Source: an optimization exercise on an open RTL-to-GDS flow (aim: small area, a short achievable clock period and few clock cycles). Production flows keep margins and buffers that such runs may drop.
Where RTL was checked, it was by simulation tests only, not by an equivalence proof against the original.
Power figures rest on the tool's default switching activity, not on a simulated workload.

== v1 ==
Design rolling_hash_pattern_marker_core, start of the top module:
module rolling_hash_pattern_marker_core (
   input  wire logic        clock,
   input  wire logic        reset,
   input  wire logic        req_valid,
   output logic             req_stall,
   input  wire logic [7:0]  req_text_byte,
   input  wire logic        req_end_of_line,
   input  wire logic        req_clear_total,
   output logic             rsp_valid,
   input  wire logic        rsp_stall,
   output logic [7:0]       rsp_out_byte,
   output logic             rsp_line_done,
   output logic             rsp_line_matched,
   output logic [15:0]      rsp_total_matches,
   input  wire logic        csr_valid,
   output logic             csr_ready,
   input  wire logic [2:0]  csr_index,
   input  wire logic [63:0] csr_data
);
Size in the first run: roughly 360 flip-flops, roughly 0.016 mm^2 of cells after synthesis.
clock: 11.0 ns
lec_check: 0
cap_margin: 20
core_margin: 2
core_utilization: 55
cts_buf_list: sky130_fd_sc_hd__clkbuf_8
cts_cluster_diameter: 60
cts_cluster_size: 15
place_density: 0.65
slew_margin: 20
standard.sh (not shown) runs the stock make flow with config.mk's settings and CLKGATE_MAP_FILE= SYNTH_SCRIPT=/design/flow/synth_recipe.tcl, a recipe that flattens the netlist after the stock synthesis.
==> flow/flow/run.sh <==
#!/bin/bash
set -euo pipefail
export SETUP_SLACK_MARGIN=7.7
export BUFFER_PORTS_ARGS="-buffer_cell sky130_fd_sc_hd__buf_1"
bash standard.sh > standard.log 2>&1
Testbench counts of v1, summed over its fixed seeds: cycles 16,069.
Inputs modified between v1 and v59:
- a change of CORE_UTILIZATION from 55 to 50
- a change of PLACE_DENSITY from 0.65 to 0.6
--- a/flow/flow/run.sh
+++ b/flow/flow/run.sh
@@ -3 +3 @@
-export SETUP_SLACK_MARGIN=7.7
+export SETUP_SLACK_MARGIN=7.6
- Looking only at relative area change from synthesis to final layout, and setting everything else aside, the higher value of v59 and v1 goes to v1.
- Time the worst path needs with I/O delays and setup, v59 and v1: lower on v1
- Multi-input combinational area share delta (v1 -> v59): insignificant
- Summary of v59 over v1: power spent charging and discharging nets shows an increase of 0.31%; maximum resistive drop on vdd decreased about 2.5%; number of buffers inserted to repair setup after CTS fell by 21; total number of nets in the final design fell by 1.8%.
[inputs] v29 vs v59
- swapping 0.6 for 0.65 in PLACE_DENSITY
- putting GPL_TIMING_DRIVEN at 0 where nothing was set
- swapping 50 for 55 in CORE_UTILIZATION
==> comparison <==
Placement row count | v29 below v59. From v59 to v29 the numbers moved as follows: setup slack rose by 0.043 ns, minimum clock period after layout fell by 0.043 ns. v29 closes out successfully: all stages finished, all timing, DRC and antenna checks passed. v59 went all the way through synthesis, placement and routing and the layout is clean on timing, DRC and antenna. Comparing met2 routing resource usage after global routing for v59 and v29, the bigger number came from v29. Area of the die: v29 < v59. Comparing v59 and v29, the higher share of total power in the clock network was measured on v59. The higher clock buffer count came out of v29. Compared to v59, the routing of v29 uses more wire.
Modified inputs, v57 compared to v29
- GPL_TIMING_DRIVEN no longer set, was 0
==> summary.txt <==
Worst stage delay on the critical path in v57 is 0.02 ns higher than in v29. v29 -> v57: highest achievable clock rate decreased slightly. v57 ended up with rsp_out_byte[3] as its worst setup path endpoint; v29 ended up with rsp_out_byte[0]. STATUS power drawn by the clock network: v57 wins against v29.
What v18 does differently from v57 at the input level:
- setting GPL_ROUTABILITY_DRIVEN to 0 for the first time
## What came out
The logic gate share of total power was comparable across v18 and v57.
From v18 to v57, wire length of the first global-routing pass did not move at all.
Die area: v57 vs v18 identical
Global-route met3 utilization: v18 vs v57 identical
Diff v57..v18 | power density over the cells | unchanged
Diff v57..v18 | count of flip-flops with a built-in enable after synthesis | unchanged
Going from v57 to v18, total wirelength of the detailed-routed design saw little to no change, cell depth of the worst flop-to-flop path was more or less identical.
Reported for v18 and v57, met1 layer wirelength in the final routing turned out identical to the last digit.
Compared v57 against v18; post-synthesis instance total within noise.

---

== job 2459 ==
rolling_hash_pattern_marker_core, a different RTL version from the one above (not shown whole).
For scale: ~1300 cells after synthesis, about 0.016 sq mm of cells after synthesis.
Design rolling_hash_pattern_marker_core, start of the top module:
module rolling_hash_pattern_marker_core (
   input  wire logic        clock,
   input  wire logic        reset,
   input  wire logic        req_valid,
   output logic             req_stall,
   input  wire logic [7:0]  req_text_byte,
   input  wire logic        req_end_of_line,
   input  wire logic        req_clear_total,
   output logic             rsp_valid,
   input  wire logic        rsp_stall,
   output logic [7:0]       rsp_out_byte,
   output logic             rsp_line_done,
   output logic             rsp_line_matched,
   output logic [15:0]      rsp_total_matches,
   input  wire logic        csr_valid,
   output logic             csr_ready,
   input  wire logic [2:0]  csr_index,
   input  wire logic [63:0] csr_data
);
clock: 11.0 ns
lec_check: 0
cap_margin: 20
core_margin: 2
core_utilization: 35
cts_cluster_diameter: 80
cts_cluster_size: 20
place_density: 0.5
slew_margin: 20
==> flow/flow/run.sh <==
#!/bin/bash
set -euo pipefail
export SETUP_SLACK_MARGIN=7.6
export BUFFER_PORTS_ARGS="-buffer_cell sky130_fd_sc_hd__buf_2"
bash standard.sh > standard.log 2>&1
Job 2459 reached the final stage; the timing, DRC and antenna checks on its layout passed.
Testbench counts of job 2459, summed over its fixed seeds: cycles 16,359.
Edits applied to the flow inputs when going from job 2459 to job 6683:
- CTS_CLUSTER_DIAMETER removed (was 80)
- CTS_CLUSTER_SIZE removed (was 20)
==> flow/flow/run.sh <==
#!/bin/bash
set -euo pipefail
export SETUP_SLACK_MARGIN=6.5
export BUFFER_PORTS_ARGS="-buffer_cell sky130_fd_sc_hd__buf_2"
bash standard.sh > standard.log 2>&1
Job 6683 vs. job 2459: final critical path time including I/O delays and setup went up by 0.77 ns. Of the two values seen for termination of the worst setup path, w_ff[7][5] was produced by job 6683 and r_ff[2] by job 2459. Diff job 2459 -> job 6683 | number of global-route vias before repair | decrease of 95. Going from job 2459 to job 6683, detailed-route wire length shrank by a few percent. Job 6683 vs. job 2459: power share of the clock group climbed 6.7 points, maximum number of pins on one net before global-route repair dropped 10, number of cells on the worst hold path barely changed, signal arrival time at the worst endpoint climbed 0.69 ns.
## Diff of input files: job 2321 against job 6683
==> flow/flow/run.sh <==
#!/bin/bash
set -euo pipefail
export SETUP_SLACK_MARGIN=7.3
export BUFFER_PORTS_ARGS="-buffer_cell sky130_fd_sc_hd__buf_2"
bash standard.sh > standard.log 2>&1
==> summary.txt <==
In the flow results for job 6683 and job 2321, the worst reg2reg path depth is smaller on job 6683.
In job 2321 the utilization turned out 1.0 points higher than in job 6683.
Compared with job 6683, job 2321 has extra setup slack.
Cmp job 2321 vs job 6683: summed area of non-filler cells in the final layout higher in job 2321
End point of the critical path = total_ff[14]: job 2321; end point of the critical path = w_ff[7][5]: job 6683
Of the two values seen for cell with the largest stage delay on the worst path, sky130_fd_sc_hd__a2111o_1 was produced by job 2321 and sky130_fd_sc_hd__buf_4 by job 6683.

---

rolling_hash_pattern_marker_core, a different RTL version from the one above (not shown whole).
Size: about 1,300 cells after synthesis, about 110 I/O pins, roughly 0.016 mm² of cells after synthesis.
Settings: LEC_CHECK=0, CAP_MARGIN=20, CORE_MARGIN=2, CORE_UTILIZATION=45, CTS_CLUSTER_DIAMETER=80, CTS_CLUSTER_SIZE=20, PLACE_DENSITY=0.55, SLEW_MARGIN=20; clock period 11.0 ns.
==> flow/flow/run.sh <==
#!/bin/bash
set -euo pipefail
export SETUP_SLACK_MARGIN=7.6
export BUFFER_PORTS_ARGS="-buffer_cell sky130_fd_sc_hd__buf_1"
bash standard.sh > standard.log 2>&1
Testbench counts at the start, summed over its fixed seeds: cycles 16,069.
Change:
==> flow/flow/run.sh (replaced) <==
#!/bin/bash
set -euo pipefail
export SETUP_SLACK_MARGIN=7.3
export BUFFER_PORTS_ARGS="-buffer_cell sky130_fd_sc_hd__buf_1"
bash standard.sh > standard.log 2>&1
- CORE_UTILIZATION: 45 -> 55
- PLACE_DENSITY: 0.55 -> 0.65
Effect: The new run finished with timing, DRC and antenna clean; cell area came out lower by about 4.6%; power came out lower by about 4.3%; routed wire length came out lower by 6.6%; setup slack loses 0.19 ns; clock power came out lower by 10%.
Change:
==> flow/flow/run.sh (replaced) <==
#!/bin/bash
set -euo pipefail
export SETUP_SLACK_MARGIN=7.9
export BUFFER_PORTS_ARGS="-buffer_cell sky130_fd_sc_hd__buf_1"
bash standard.sh > standard.log 2>&1
Effect: Utilization came out higher by 7.9 points. First-iteration DRC count falls by a little under a tenth. Routed wire length climbs by roughly a tenth. Total power is higher by a few percent. Clock skew is about the same.
Change:
==> flow/flow/run.sh (replaced) <==
#!/bin/bash
set -euo pipefail
export SETUP_SLACK_MARGIN=7.6
export BUFFER_PORTS_ARGS="-buffer_cell sky130_fd_sc_hd__buf_1"
bash standard.sh > standard.log 2>&1
- CORE_UTILIZATION: 55 -> 65
- PLACE_DENSITY: 0.65 -> 0.75
=> Final area is lower by 11%. First-iteration DRC count is lower by 4.1%. Routed wire length is lower by 11%.

---

The RTL this note starts from:
==> flow/design.v <==
`timescale 1ns / 1ps
`default_nettype none
package rhpm_pkg;
   localparam logic [7:0] OPEN_MARK  = 8'h5B;
   localparam logic [7:0] CLOSE_MARK = 8'h5D;
   localparam logic [8:0]  SKIP_MAX  = 9'd511;
   localparam logic [15:0] TOTAL_MAX = 16'hFFFF;
endpackage
`default_nettype wire
`timescale 1ns / 1ps
`default_nettype none
module rolling_hash_pattern_marker_core (
   input  wire logic        clock,
   input  wire logic        reset,
   input  wire logic        req_valid,
   output logic             req_stall,
   input  wire logic [7:0]  req_text_byte,
   input  wire logic        req_end_of_line,
   input  wire logic        req_clear_total,
   output logic             rsp_valid,
   input  wire logic        rsp_stall,
   output logic [7:0]       rsp_out_byte,
   output logic             rsp_line_done,
   output logic             rsp_line_matched,
   output logic [15:0]      rsp_total_matches,
   input  wire logic        csr_valid,
   output logic             csr_ready,
   input  wire logic [2:0]  csr_index,
   input  wire logic [63:0] csr_data
);
   logic [7:0]  pat_ff [16];
   logic        pv_lo_ff, pv_hi_ff;
   logic [3:0]  mm1_ff;                  
   logic        sv_ff, hv_ff;
   logic [7:0]  sb_ff, hb_ff;
   logic        se_ff, sc_ff, he_ff, hc_ff;
   logic [7:0]  w_ff [16];
   logic [14:0] dv_ff;
   logic [3:0]  f_ff;                    
   logic        full_ff;                 
   logic        mm_ff;                   
   logic        sz_ff;                   
   logic        sle_ff;                  
   logic [8:0]  skip_ff;
   logic        matched_ff;
   logic [15:0] total_ff;
   logic        busy_ff;
   logic        br_ff;                   
   logic        beol_ff;                 
   logic        bm_ff;                   
   logic [4:0]  r_ff;
   logic [3:0]  ki_ff;
   logic        ov_ff;
   logic [7:0]  ob_ff;
   logic        od_ff, om_ff;
   logic        csr_wr;
   assign csr_ready = !sv_ff;
   assign csr_wr    = csr_valid && !sv_ff;
   assign req_stall = hv_ff;
   logic        out_free, accept, proc, s_load, wait_c;
   logic [7:0]  c;
   logic        eol, clr;
   assign out_free = !ov_ff || !rsp_stall;
   assign accept   = req_valid && !hv_ff;
   assign c        = sb_ff;
   assign eol      = se_ff;
   assign clr      = sc_ff;
   logic [15:0] eq, dn;
   logic        cz, match, may_match;
   assign cz = (c == 8'd0);
   always_comb begin
      for (int i = 0; i < 16; i++) begin
         if ((i < 8) ? pv_lo_ff : pv_hi_ff) begin
            eq[i] = (c == pat_ff[i]);
         end else begin
            eq[i] = cz;
         end
      end
      dn[0] = eq[0];
      for (int i = 1; i < 16; i++) begin
         dn[i] = dv_ff[i-1] & eq[i];
      end
   end
   assign match     = dn[mm1_ff];
   assign may_match = mm_ff;
   logic        full, s_le_f, s_zero;
   logic [3:0]  fl_idx;
   logic [9:0]  skip_sum;
   logic [8:0]  skip_a;
   assign full     = full_ff;
   assign s_zero   = sz_ff;
   assign s_le_f   = sle_ff;
   assign fl_idx   = f_ff - skip_ff[3:0];
   assign skip_sum = {1'b0, skip_ff} + {5'd0, mm1_ff} + 10'd1;
   assign skip_a   = skip_sum[9] ? rhpm_pkg::SKIP_MAX : skip_sum[8:0];
   assign wait_c = busy_ff && (may_match || clr || (eol ? s_le_f : (full && s_zero)));
   assign proc   = sv_ff && out_free && !wait_c;
   assign s_load = proc || !sv_ff;
   logic [3:0]  widx;
   logic [7:0]  wbyte;
   assign widx  = busy_ff ? ki_ff : (mm1_ff - 4'd1);
   assign wbyte = (!busy_ff && (mm1_ff == 4'd0)) ? c : w_ff[widx];
   logic        ld;
   logic [7:0]  nb;
   logic        nd, nm;
   always_comb begin
      ld = 1'b0;
      nb = wbyte;
      nd = 1'b0;
      nm = 1'b0;
      if (busy_ff) begin
         ld = out_free;
         if (r_ff == 5'd0) begin
            nb = rhpm_pkg::CLOSE_MARK;
            nd = beol_ff;
            nm = beol_ff;
         end else begin
            nd = !br_ff && (r_ff == 5'd1);
            nm = !br_ff && (r_ff == 5'd1) && bm_ff;
         end
      end else if (proc) begin
         if (match) begin
            ld = 1'b1;
            nb = rhpm_pkg::OPEN_MARK;
         end else begin
            ld = !eol && full && s_zero;
         end
      end
   end
   always_ff @(posedge clock) begin
      if (csr_wr && (csr_index == 3'd0)) begin
         for (int k = 0; k < 8; k++) pat_ff[k] <= csr_data[8*k +: 8];
      end
      if (csr_wr && (csr_index == 3'd1)) begin
         for (int k = 0; k < 8; k++) pat_ff[8+k] <= csr_data[8*k +: 8];
      end
   end
   always_ff @(posedge clock) begin
      if (reset) begin
         pv_lo_ff <= 1'b0;
         pv_hi_ff <= 1'b0;
         mm1_ff   <= 4'd0;
      end else if (csr_wr) begin
         case (csr_index)
            3'd0: pv_lo_ff <= 1'b1;
            3'd1: pv_hi_ff <= 1'b1;
            3'd2: begin
               if (csr_data[4:0] == 5'd0) mm1_ff <= 4'd0;
               else if (csr_data[4]) mm1_ff <= 4'd15;
               else mm1_ff <= csr_data[3:0] - 4'd1;
            end
            default: ;
         endcase
      end
   end
   always_ff @(posedge clock) begin
      if (reset) begin
         sv_ff <= 1'b0;
         hv_ff <= 1'b0;
      end else if (s_load) begin
         sv_ff <= hv_ff || accept;
         hv_ff <= 1'b0;
      end else if (accept) begin
         hv_ff <= 1'b1;
      end
      if (s_load) begin
         if (hv_ff) begin
            sb_ff <= hb_ff;
            se_ff <= he_ff;
            sc_ff <= hc_ff;
         end else begin
            sb_ff <= req_text_byte;
            se_ff <= req_end_of_line;
            sc_ff <= req_clear_total;
         end
      end
      if (accept) begin
         hb_ff <= req_text_byte;
         he_ff <= req_end_of_line;
         hc_ff <= req_clear_total;
      end
   end
   always_ff @(posedge clock) begin
      if (proc) begin
         w_ff[0] <= c;
         for (int i = 1; i < 16; i++) w_ff[i] <= w_ff[i-1];
      end
   end
   logic [3:0]  f_nx;
   logic [8:0]  skip_nx;
   assign f_nx    = full ? f_ff : (f_ff + 4'd1);
   assign skip_nx = match ? (skip_a - 9'd1) :
                    (full && !s_zero) ? (skip_ff - 9'd1) : skip_ff;
   always_ff @(posedge clock) begin
      if (reset) begin
         dv_ff      <= '0;
         f_ff       <= '0;
         full_ff    <= 1'b1;
         mm_ff      <= 1'b1;
         sz_ff      <= 1'b1;
         sle_ff     <= 1'b1;
         skip_ff    <= '0;
         matched_ff <= 1'b0;
         total_ff   <= '0;
      end else if (csr_wr && (csr_index == 3'd2)) begin
         full_ff <= (csr_data[4:0] <= 5'd1);
         mm_ff   <= (csr_data[4:0] <= 5'd1);
      end else if (proc) begin
         if (clr && !match) begin
            total_ff <= '0;
         end else if (clr) begin
            total_ff <= 16'd1;
         end else if (match && (total_ff != rhpm_pkg::TOTAL_MAX)) begin
            total_ff <= total_ff + 16'd1;
         end
         if (eol) begin
            dv_ff      <= '0;
            f_ff       <= '0;
            full_ff    <= (mm1_ff == 4'd0);
            mm_ff      <= (mm1_ff == 4'd0);
            sz_ff      <= 1'b1;
            sle_ff     <= 1'b1;
            skip_ff    <= '0;
            matched_ff <= 1'b0;
         end else begin
            dv_ff   <= dn[14:0];
            f_ff    <= f_nx;
            full_ff <= (f_nx == mm1_ff);
            mm_ff   <= (mm1_ff == 4'd0) || dn[mm1_ff - 4'd1];
            skip_ff <= skip_nx;
            sz_ff   <= (skip_nx == 9'd0);
            sle_ff  <= (skip_nx <= {5'd0, f_nx});
            if (match) matched_ff <= 1'b1;
         end
      end
   end
   always_ff @(posedge clock) begin
      if (reset) begin
         busy_ff <= 1'b0;
      end else if (busy_ff) begin
         if (out_free && ((r_ff == 5'd0) || (!br_ff && (r_ff == 5'd1)))) begin
            busy_ff <= 1'b0;
         end
      end else if (proc) begin
         busy_ff <= match || (eol && s_le_f);
      end
      if (busy_ff) begin
         if (out_free && (r_ff != 5'd0)) begin
            r_ff <= r_ff - 5'd1;
            if (!proc) ki_ff <= ki_ff - 4'd1;
         end
      end else if (proc) begin
         br_ff   <= match;
         beol_ff <= eol;
         bm_ff   <= matched_ff;
         r_ff    <= match ? ({1'b0, mm1_ff} + 5'd1) : ({1'b0, fl_idx} + 5'd1);
         ki_ff   <= match ? mm1_ff : fl_idx;
      end
   end
   always_ff @(posedge clock) begin
      if (reset) begin
         ov_ff <= 1'b0;
      end else if (ld) begin
         ov_ff <= 1'b1;
      end else if (!rsp_stall) begin
         ov_ff <= 1'b0;
      end
      if (ld) begin
         ob_ff <= nb;
         od_ff <= nd;
         om_ff <= nm;
      end
   end
   assign rsp_valid         = ov_ff;
   assign rsp_out_byte      = ob_ff;
   assign rsp_line_done     = od_ff;
   assign rsp_line_matched  = om_ff;
   assign rsp_total_matches = total_ff;
endmodule
`default_nettype wire
==> flow/config.mk <==
export PLATFORM = sky130hd
export DESIGN_NAME = rolling_hash_pattern_marker_core
export DESIGN_NICKNAME = rolling_hash_pattern_marker_core
export VERILOG_FILES = /design/flow/design.v
export SDC_FILE = /design/flow/constraint.sdc
export NUM_CORES = 4
export LEC_CHECK = 0
export CAP_MARGIN = 20
export CORE_MARGIN = 2
export CORE_UTILIZATION = 35
export GPL_TIMING_DRIVEN = 0
export PLACE_DENSITY = 0.5
export SLEW_MARGIN = 20
==> flow/constraint.sdc <==
create_clock -name core_clock -period 11.0 [get_ports {clock}]
set_input_delay 2.2000 -clock core_clock [delete_from_list [all_inputs] [get_ports {clock}]]
set_output_delay 2.2000 -clock core_clock [all_outputs]
set_load 0.01 [all_outputs]
run.sh (not shown) runs the stock make flow with config.mk's settings and CLKGATE_MAP_FILE= SYNTH_SCRIPT=/design/flow/synth_recipe.tcl, a recipe that flattens the netlist after the stock synthesis.
Stock flow here: none of the scripts above is used.
The baseline finished with timing, DRC and antenna clean.
Next try:
- GPL_TIMING_DRIVEN: 0 -> default
What happened: Clock power increases by about 10%. Register-to-register slack gets better by 0.33 ns. Sequential power barely changes.
Function was not checked in any run of this note: the RTL went through the layout flow alone.

## what the ideal ports hide
In the flow no input, the clock included, has a driving cell. The finished layouts below were timed again as built, in two steps. Step 1: set_driving_cell puts a clkbuf_16 on clock and a buf_2 on each other input, an assumption about the parent block. Step 2 adds t to the input delays and takes it off the output delays; t is the mean of the earliest and latest rising clock arrival at the registers after step 1. Input paths then give back, and output paths get back, about the clock's delay inside the block. Slacks: no drivers / after step 1 / after step 2; pairs: no drivers / after step 1.
| run | shift t [ns] | slack for setup (ns) | worst data-port slew with drivers (ns) |
|---|---|---|---|
| v1 | 0.649 | 7.630 / 7.583 / 7.124 | 0.08 |
| v59 | 0.659 | 7.569 / 7.522 / 7.034 | 0.09 |
| v29 | 0.663 | 7.613 / 7.564 / 6.992 | 0.09 |
| v57 | 0.643 | 7.593 / 7.547 / 7.076 | 0.09 |
| v18 | 0.643 | 7.593 / 7.547 / 7.076 | 0.09 |
| job 2459 | 0.605 | 7.486 / 7.486 / 7.092 | 0.09 |
| job 6683 | 0.604 | 6.712 / 6.746 / 6.142 | 0.08 |
| job 2321 | 0.619 | 7.295 / 7.319 / 6.712 | 0.12 |
| the first run of note 3 | 0.602 | 7.597 / 7.596 / 7.008 | 0.10 |
| the second run of note 3 | 0.596 | 7.407 / 7.439 / 6.843 | 0.08 |
| the third run of note 3 | 0.586 | 7.645 / 7.599 / 7.072 | 0.07 |
| the fourth run of note 3 | 0.573 | 7.628 / 7.579 / 7.098 | 0.08 |
| the first run of note 4 | 0.633 | 6.007 / 6.007 / 5.653 | 0.10 |
| the second run of note 4 | 0.605 | 6.332 / 6.332 / 6.023 | 0.05 |
After both steps every run listed still meets setup and hold. The setup slack of v29, which loses most, moves by -0.049 ns with the drivers and by -0.621 ns with both steps.
